Context: an optimization exercise on an open-source flow, tuned for small area and a short achievable clock period. The choices shown serve that exercise and are no tape-out recipe.
Function was checked by simulation only, so behaviour that the tests miss may differ from the original.
No activity file was given, so power comes from the tool's default toggle rates.

### flow/run.sh
#!/bin/bash
# Standard layout, with timing repair aimed below the clock period,
# single-drive port buffers and a clock tree without dummy loads.
set -euo pipefail
CTS="-sink_clustering_enable -repair_clock_nets -sink_clustering_size 14 -sink_clustering_max_diameter 45 -buf_list {sky130_fd_sc_hd__clkbuf_4 sky130_fd_sc_hd__clkbuf_8} -dont_use_dummy_load"
bash standard.sh SETUP_SLACK_MARGIN=8.5 "BUFFER_PORTS_ARGS=-buffer_cell sky130_fd_sc_hd__buf_2" "CTS_ARGS=$CTS" finish > flow_make.log 2>&1
### standard.sh
#!/bin/bash
# synth_recipe.tcl (not shown) runs the flow's synth.tcl, then flattens the netlist and writes it again
# the make line also repeats each setting of config.mk as NAME=value (left out here)
make -C /OpenROAD-flow-scripts/flow DESIGN_CONFIG=/design/flow/config.mk WORK_HOME=/design/flow/orfs CLKGATE_MAP_FILE= SYNTH_SCRIPT=/design/flow/synth_recipe.tcl "${@:-finish}"
### config.mk
export PLATFORM = sky130hd
export DESIGN_NAME = pattern_fetch_send
export DESIGN_NICKNAME = pattern_fetch_send
export VERILOG_FILES = /design/flow/design.v
export SDC_FILE = /design/flow/constraint.sdc
export NUM_CORES = 4
export LEC_CHECK = 0
export CAP_MARGIN = 20
export CORE_MARGIN = 2
export CORE_UTILIZATION = 40
export CTS_BUF_LIST = sky130_fd_sc_hd__clkbuf_4 sky130_fd_sc_hd__clkbuf_8
export CTS_CLUSTER_DIAMETER = 45
export CTS_CLUSTER_SIZE = 14
export SLEW_MARGIN = 20
### constraint.sdc
create_clock -name core_clock -period 12.0 [get_ports {pixel_clk}]
set_input_delay 2.4000 -clock core_clock [delete_from_list [all_inputs] [get_ports {pixel_clk}]]
set_output_delay 2.4000 -clock core_clock [all_outputs]
set_load 0.01 [all_outputs]
### design.v
package pfs_pkg;
    localparam int WORD_W = 256;
    localparam int ADDR_W = 22;
    localparam int SA     = 5;
    localparam int SB     = 4;
    localparam logic [1:0] F_IDLE  = 2'd0;
    localparam logic [1:0] F_HEAD  = 2'd1;
    localparam logic [1:0] F_HWAIT = 2'd2;
    localparam logic [1:0] F_BODY  = 2'd3;
endpackage
module pattern_fetch_send (
    input  logic                         pixel_clk,
    input  logic                         pixel_rst_n,
    input  logic                         start,
    input  logic [2:0]                   pixel_sync,    
    input  logic                         mem_ready,
    output logic [pfs_pkg::ADDR_W:0]     mem_req,       
    input  logic [pfs_pkg::WORD_W:0]     mem_rsp,       
    output logic [2:0]                   gen_sync,      
    output logic [23:0]                  gen_rgb        
);
    localparam int W  = pfs_pkg::WORD_W;
    localparam int SA = pfs_pkg::SA;
    localparam int SB = pfs_pkg::SB;
    logic rsp_valid;
    logic de;
    assign rsp_valid = mem_rsp[W];
    assign de        = pixel_sync[2];
    logic [1:0]                 fst;
    logic                       req_q;
    logic [pfs_pkg::ADDR_W-1:0] addr_q;
    logic                       hcalc;       
    logic [23:0]                tb_hi;       
    logic [7:0]                 tail;        
    logic                       tail_nz;     
    logic [7:0]                 h_fill;
    logic [31:0]                pcnt;        
    logic [23:0]                wcnt;        
    logic                       asel;        
    logic [2:0]                 used_a;      
    logic [2:0]                 used_b;
    logic                       wr_ok;       
    logic                       wsel;        
    logic [3:0]                 tq;          
    logic [1:0]                 tq_w;
    logic [1:0]                 tq_r;
    logic acc, acc_body, lp_cur, ls_cur, cand, can, raise, wr;
    logic pop, pop_a, pop_b;     
    logic pop_a_q, pop_b_q;      
    logic empty_set;
    assign acc      = req_q && mem_ready;
    assign acc_body = acc && fst == pfs_pkg::F_BODY;
    assign lp_cur   = wcnt[23:1] == 23'd0 && wcnt[0] == !tail_nz;
    assign ls_cur   = lp_cur && pcnt == 32'd1;
    assign cand     = fst == pfs_pkg::F_BODY && !req_q;
    assign can      = asel ? (used_b != 3'(SB) || pop_b_q) : (used_a != 3'(SA) || pop_a_q);
    assign raise    = cand && can;
    assign mem_req  = {req_q, addr_q};
    assign empty_set = (tb_hi == 24'd0 && tail == 8'd0) || pcnt == 32'd0;
    assign wr       = rsp_valid && wr_ok;
    always_ff @(posedge pixel_clk or negedge pixel_rst_n) begin
        if (!pixel_rst_n) begin
            fst    <= pfs_pkg::F_IDLE;
            req_q  <= 1'b0;
            hcalc  <= 1'b0;
            wr_ok  <= 1'b1;
        end else begin
            hcalc <= 1'b0;
            wr_ok <= !(fst == pfs_pkg::F_HEAD || (fst == pfs_pkg::F_HWAIT && !rsp_valid));
            case (fst)
                pfs_pkg::F_IDLE: begin
                    if (hcalc && !empty_set) begin
                        fst <= pfs_pkg::F_BODY;
                    end else if (start) begin
                        fst   <= pfs_pkg::F_HEAD;
                        req_q <= 1'b1;
                    end
                end
                pfs_pkg::F_HEAD: begin
                    if (mem_ready) begin
                        req_q <= 1'b0;
                        fst   <= pfs_pkg::F_HWAIT;
                    end
                end
                pfs_pkg::F_HWAIT: begin
                    if (rsp_valid) begin
                        hcalc <= 1'b1;
                        fst   <= pfs_pkg::F_IDLE;
                    end
                end
                default: begin
                    req_q <= (req_q && !mem_ready) || raise;
                    if (acc && ls_cur) begin
                        fst   <= pfs_pkg::F_IDLE;
                        req_q <= 1'b0;
                    end
                end
            endcase
        end
    end
    always_ff @(posedge pixel_clk) begin
        if (acc) begin
            addr_q <= addr_q + 1'b1;
        end
        if (acc_body) begin
            tq_w <= tq_w + 2'd1;
        end
        if (wr) begin
            tq_r <= tq_r + 2'd1;
            wsel <= !wsel;
        end
        if (raise) begin
            asel <= !asel;
        end
        if (fst == pfs_pkg::F_BODY || pop_a_q || pop_b_q) begin
            used_a <= used_a + 3'(raise && !asel) - 3'(pop_a_q);
            used_b <= used_b + 3'(raise && asel) - 3'(pop_b_q);
        end
        if (fst == pfs_pkg::F_IDLE && !(hcalc && !empty_set) && start) begin
            addr_q <= '0;
            asel   <= 1'b0;
            used_a <= '0;
            used_b <= '0;
            wsel   <= 1'b0;
            tq_w   <= '0;
            tq_r   <= '0;
        end
    end
    always_ff @(posedge pixel_clk) begin
        if (fst == pfs_pkg::F_HWAIT && rsp_valid) begin
            tb_hi  <= mem_rsp[255:232];
            tail   <= mem_rsp[231:224];
            pcnt   <= mem_rsp[223:192];
            h_fill <= mem_rsp[191:184];
        end
        if (hcalc) begin
            wcnt    <= tb_hi;
            tail    <= tail - 8'd1;
            tail_nz <= tail != 8'd0;
        end
        if (acc_body) begin
            tq[tq_w] <= lp_cur;
            if (lp_cur) begin
                wcnt <= tb_hi;
                pcnt <= pcnt - 32'd1;
            end else begin
                wcnt <= wcnt - 24'd1;
            end
        end
    end
    logic [W-1:0]  a [SA];
    logic [W-1:0]  b [SB];
    logic [SA-1:0] lp_a, v_a, ld_a, gap_a;
    logic [SB-1:0] lp_b, v_b, ld_b, gap_b;
    logic          rsel;     
    logic          pa;       
    logic          tag;
    assign tag = tq[tq_r];
    always_comb begin
        gap_a[0] = !v_a[0] || pop_a_q;
        for (int i = 1; i < SA; i++) begin
            gap_a[i] = gap_a[i-1] || !v_a[i];
        end
        for (int i = 0; i < SA - 1; i++) begin
            ld_a[i] = v_a[i+1] && gap_a[i];
        end
        ld_a[SA-1] = wr && !wsel;
        gap_b[0] = !v_b[0] || pop_b_q;
        for (int i = 1; i < SB; i++) begin
            gap_b[i] = gap_b[i-1] || !v_b[i];
        end
        for (int i = 0; i < SB - 1; i++) begin
            ld_b[i] = v_b[i+1] && gap_b[i];
        end
        ld_b[SB-1] = wr && wsel;
    end
    always_ff @(posedge pixel_clk) begin
        for (int i = 0; i < SA - 1; i++) begin
            if (ld_a[i]) begin
                a[i]    <= a[i+1];
                lp_a[i] <= lp_a[i+1];
            end
        end
        if (ld_a[SA-1]) begin
            a[SA-1]    <= mem_rsp[W-1:0];
            lp_a[SA-1] <= tag;
        end
        for (int i = 0; i < SB - 1; i++) begin
            if (ld_b[i]) begin
                b[i]    <= b[i+1];
                lp_b[i] <= lp_b[i+1];
            end
        end
        if (ld_b[SB-1]) begin
            b[SB-1]    <= mem_rsp[W-1:0];
            lp_b[SB-1] <= tag;
        end
    end
    always_ff @(posedge pixel_clk or negedge pixel_rst_n) begin
        if (!pixel_rst_n) begin
            v_a     <= '0;
            v_b     <= '0;
            pop_a_q <= 1'b0;
            pop_b_q <= 1'b0;
        end else begin
            pop_a_q <= pop_a;
            pop_b_q <= pop_b;
            v_a[0] <= ld_a[0] || (v_a[0] && !pop_a_q);
            for (int i = 1; i < SA; i++) begin
                v_a[i] <= ld_a[i] || (v_a[i] && !ld_a[i-1]);
            end
            v_b[0] <= ld_b[0] || (v_b[0] && !pop_b_q);
            for (int i = 1; i < SB; i++) begin
                v_b[i] <= ld_b[i] || (v_b[i] && !ld_b[i-1]);
            end
        end
    end
    logic [7:0] bit_idx;
    logic [7:0] fill;        
    logic       head_v;
    logic       head_lp;
    logic       cur_bit;
    logic       last_bit;
    assign head_v   = rsel ? v_b[0] : v_a[0];
    assign head_lp  = rsel ? lp_b[0] : lp_a[0];
    assign cur_bit  = rsel ? b[0][~bit_idx] : a[0][~bit_idx];
    assign last_bit = bit_idx == 8'hff || (head_lp && bit_idx == tail);
    assign pa       = head_v && fill == 8'd0 && last_bit;
    assign pop      = de && pa;
    assign pop_a    = pop && !rsel;
    assign pop_b    = pop && rsel;
    always_ff @(posedge pixel_clk) begin
        if (hcalc) begin
            bit_idx <= '0;
            fill    <= h_fill;
            rsel    <= 1'b0;
        end else if (de && head_v) begin
            if (fill == 8'd0) begin
                fill    <= h_fill;
                bit_idx <= last_bit ? 8'd0 : bit_idx + 8'd1;
                if (last_bit) begin
                    rsel <= !rsel;
                end
            end else begin
                fill <= fill - 8'd1;
            end
        end
    end
    logic show;
    logic white_r, white_g, white_b;
    assign show = de && head_v && cur_bit;
    always_ff @(posedge pixel_clk) begin
        gen_sync <= pixel_sync;
        white_r  <= !show || !pixel_rst_n;
        white_g  <= !show;
        white_b  <= !show && pixel_rst_n;
    end
    assign gen_rgb = {{8{white_r}}, {8{white_g}}, {8{white_b}}};
endmodule
==> run summary <==
stage by stage:
stage                     hold WS, ps  util (%)  instance area, um^2  cells  setup slack (ps)
after CTS                       329.8     44.87                91800   6812              7844
after global routing            351.8     44.94                91940   6830              7862
after global placement          400.2     42.60                87150   6494              6353
after floorplan                 400.3         -                82360   3548              5337
final                           337.9     44.94                91950   6832              7977
after detailed placement        404.5     42.60                87150   6494              6247
worst register-to-register path, stage by stage, from the launching register on:
cell and delay [ps]:
dfxtp_4 550, buf_12 290, buf_12 340, mux4_2 570
mux4_2 500, nor2_1 350, o41ai_1 130, a2111o_1 460
a31oi_1 180
cells by family after synthesis:
kind of cell               share of synthesized area, %
and+or+nand+nor                                   2.598
buffers and inverters                            0.8924
muxes                                             4.088
DFF                                               89.66
adders and majority gates                        0.3223
xor gates and xnor gates                         0.8088
AOI/OAI and AO/OA                                 1.628
sequential cells by signal (all words and copies together) (netlist names), 2 cells and up:
signal and cells:
a 1280, b 1024, pcnt 32, tb_hi 24, wcnt 24, addr_q 22, bit_idx 8, fill 8
h_fill 8, tail 8, lp_a 5, v_a 5, lp_b 4, tq 4, v_b 4, gen_sync 3
used_a 3, used_b 3, fst 2, tq_r 2, tq_w 2
area by class of cell:
class	count	area (um^2)	area share (%)
Multi-Input combinational cell	922	7970	8.668
Timing Repair Buffer	394	2611	2.840
Tap cell	2688	3363	3.658
Inverter	42	170.2	0.1851
Antenna cell	12	30.03	0.03266
Clock buffer	287	3950	4.296
Sequential cell	2487	73850	80.32
final timing paths:
kind | end | slack (ps) | cells after the start
min in group asynchronous | req_q$_DFFE_PN0P_ | 1410 | 1
hold / removal | b[2][203]$_DFFE_PP_ | 340 | 0
hold reg to reg | b[2][203]$_DFFE_PP_ | 340 | 0
max in group asynchronous | pop_a_q$_DFF_PN0_ | 10140 | 1
setup / recovery | gen_rgb[17] | 7980 | 1
setup reg to reg | white_b$_DFF_P_ | 8590 | 8
routing by layer:
| metal | GRT usage (%) | part of all wire, % |
|---|---|---|
| met5 | 0 | 0.16 |
| met4 | 5.344 | 3.3 |
| met3 | 3.344 | 5.7 |
| met2 | 26.94 | 52 |
| met1 | 18.59 | 39 |
power groups by stage:
stage          Sequential [mW]  Combinational (mW)  Clock (mW)
2_1_floorplan             10.5               0.577           0
3_3_place_gp              10.5               0.891           0
3_5_place_dp              10.5               0.910           0
4_1_cts                   10.3               0.991        4.93
5_1_grt                   10.4                1.08        5.22
6_report                  10.3               0.982        4.75
synthesized netlist by cell type, drive strengths merged (3+ instances only):
library cell / n
a211o: 4
a211oi: 8
a21oi: 73
a22oi: 13
a311oi: 17
a31oi: 14
and2: 14
and3: 6
buf: 75
clkbuf: 26
clkinv: 3
dfrtp: 15
dfxtp: 81
edfxtp: 2390
ha: 18
inv: 39
mux2: 7
mux2i: 47
mux4: 125
nand2: 89
nand2b: 11
nand3: 37
nand4: 13
nand4bb: 3
nor2: 161
nor2b: 16
nor3: 25
nor3b: 3
nor4: 21
nor4b: 7
o21ai: 37
o221a: 3
o22ai: 7
o311a: 3
o31ai: 5
or2: 9
or3: 7
or4: 7
xnor2: 39
xor2: 37
repair_timing:
action | in CTS | in global routing
endpoints found under the setup margin | 779 | 381
pin swaps | 1 | 0
gates cloned | 5 | 0
gates resized for setup | 103 | 12
buffers inserted | 26 | 8
==> qor.csv <==
stage;metric;value;unit
drt;wire length per cell;23.64;um
synthesis;synthesized area;0.08230;mm^2
power_and_ir_drop;Int Power;12.53;mW
power_and_ir_drop;Sw Pwr;3.529;mW
global_route;largest net degree at the start of global routing;152;
place;Port-buffer cells;313;
clocking;H-tree depth;5;
synthesis;syn avg cell area;23.20;um^2
flow_run;max cap viols;0;
timing;worst rel slew slack;28.29;%
setup_path;Buf+Inv Stages, Crit Path;1;
place;GP Congestion;0.8009;
drt;drt first pass iters;5;
clocking;CTS sink cnt;2487;
worst_hold_path;worst hold start;b[3][203]$_DFFE_PP_;
power_and_ir_drop;total chip power;16.06;mW
die;die span in x;457.6;um
global_route;vias in the first global route;34410;
setup_path;CP Launch Type;flop;
final_layout;Layout fillers;16870;
drt;drt via density;4.971;
final_layout;most frequent cells in the layout;2390 x edfxtp_1, 287 x clkbuf_8, 285 x buf_2, 159 x nor2_1, 125 x mux4_2;
synthesis;Synth cell types;83;
drt;DRT Wirelength;161500;um
synthesis;ys async rst share;0.6433;%
synthesis;EDFF count, synth;2390;
setup_path;worst stage delay on the critical path;450;ps
synthesis;cells after synthesis;3548;
setup_path;Reg2Reg Launch Point;bit_idx[1]$_SDFFE_PP0P_;
global_route;initial antenna violation count;88;
die;Die H;457.6;um
drt;Final ANT Viol Nets;0;
die;core region area;0.2046;mm^2
final_layout;Nets;4418;
setup_path;WP data arrival;1620;ps
timing;Fin Clk Skew;95.58;ps
synthesis;Syn. warnings;3;
timing;RSZ-0062 raised after global routing;true;
power_and_ir_drop;Max VDD drop;0.0001381;V
clocking;hold_buf cts;0;
clocking;maximum clock path buffer count;4;
final_layout;share of layout cells above drive strength 1;21.66;%
clocking;CTS tree;yes;
power_and_ir_drop;combinational group share of total power;6.1;%
die;Rows;166;
clocking;Worst-path clk slew;80;ps
power_and_ir_drop;pwr dens;174.7;mW/mm^2
timing;count of pins over their slew limit;0;
die;# IOs;314;
outcome;status;timing/DRC/antenna clean;
global_route;GRT Total Usage;15.31;%
power_and_ir_drop;Clock power frac;29.6;%
setup_path;CP Launch Point;white_r$_DFF_P_;
synthesis;synth top area cells;edfxtp_1 87%, mux4_2 3.4%, dfxtp_1 2.0%, nor2_1 0.73%, mux2i_1 0.57%;
synthesis;Seq/Total Area, Yosys;89.66;%
place;post-detail-place hpwl;97460;um
power_and_ir_drop;static leakage;28.79;nW
timing;period utilization;33.53;%
setup_path;WS Path Type;flop to primary output;
clocking;Worst-Skew Late Latency;1010;ps
synthesis;Yosys top cell by area;edfxtp_1;
timing;worst slew pin tran;1076;ps
timing;Final min period;4023;ps
timing;f_max;248.6;MHz
power_and_ir_drop;Switching Share;21.97;%
timing;Final Hold Vio Count;0;
setup_path;CP Cell Sequence;buf_2;
final_layout;area grow syn2layout;11.72;%
synthesis;post-synth top area share;87.20;%
setup_path;CP top delay family;flip-flops;
setup_path;crit-path max FO;8;
setup_path;slowest CP cell;dfxtp_4;
global_route;first-pass GRT wire length;233300;um
synthesis;Top FF cell, synth;edfxtp_1;
timing;endpoints failing setup;0;
clocking;root buf cell;clkbuf_8;
drt;starting DRC count in detailed routing;2979;
die;DIE AREA;0.2094;mm^2
die;initial core utilization;40.23;%
clocking;TritonCTS buffer count;287;
final_layout;most common cell after layout, fill and taps aside;edfxtp_1;
synthesis;syn_nets;3832;
global_route;Overflow after GRT;0;
setup_path;CP Data Required Time;9600;ps
worst_hold_path;Hold Crit Class;flop to flop;
timing;Final TNS setup;0;ps
drt;Remaining DRCs;0;
drt;via count;33960;
setup_path;crit end category;primary output;
synthesis;synthesized flop and latch total;2487;
power_and_ir_drop;Flop pwr share;64.3;%

[static timing again, ports no longer ideal]
How much do the figures lean on ideal ports? The routed layout below was timed once more, with nothing changed but the port constraints.
Step 1 assumes that a clkbuf_16 drives the clock port and a buf_2 every other input.
Step 2, shift: input delay + t, output delay - t, t = (earliest + latest rising clock arrival at the registers) / 2. This alone moves slack from input paths to output paths.
Three values: ideal ports, drivers, drivers and shift; two values: the first two.
t, ns: 1.053
setup slack, ns: 7.977 / 7.899 / 7.548
worst setup path after step 2: input to register
After both steps setup and hold are still met in this run. For this run, drivers alone change the setup slack by -0.078 ns; drivers and shift together by -0.429 ns.
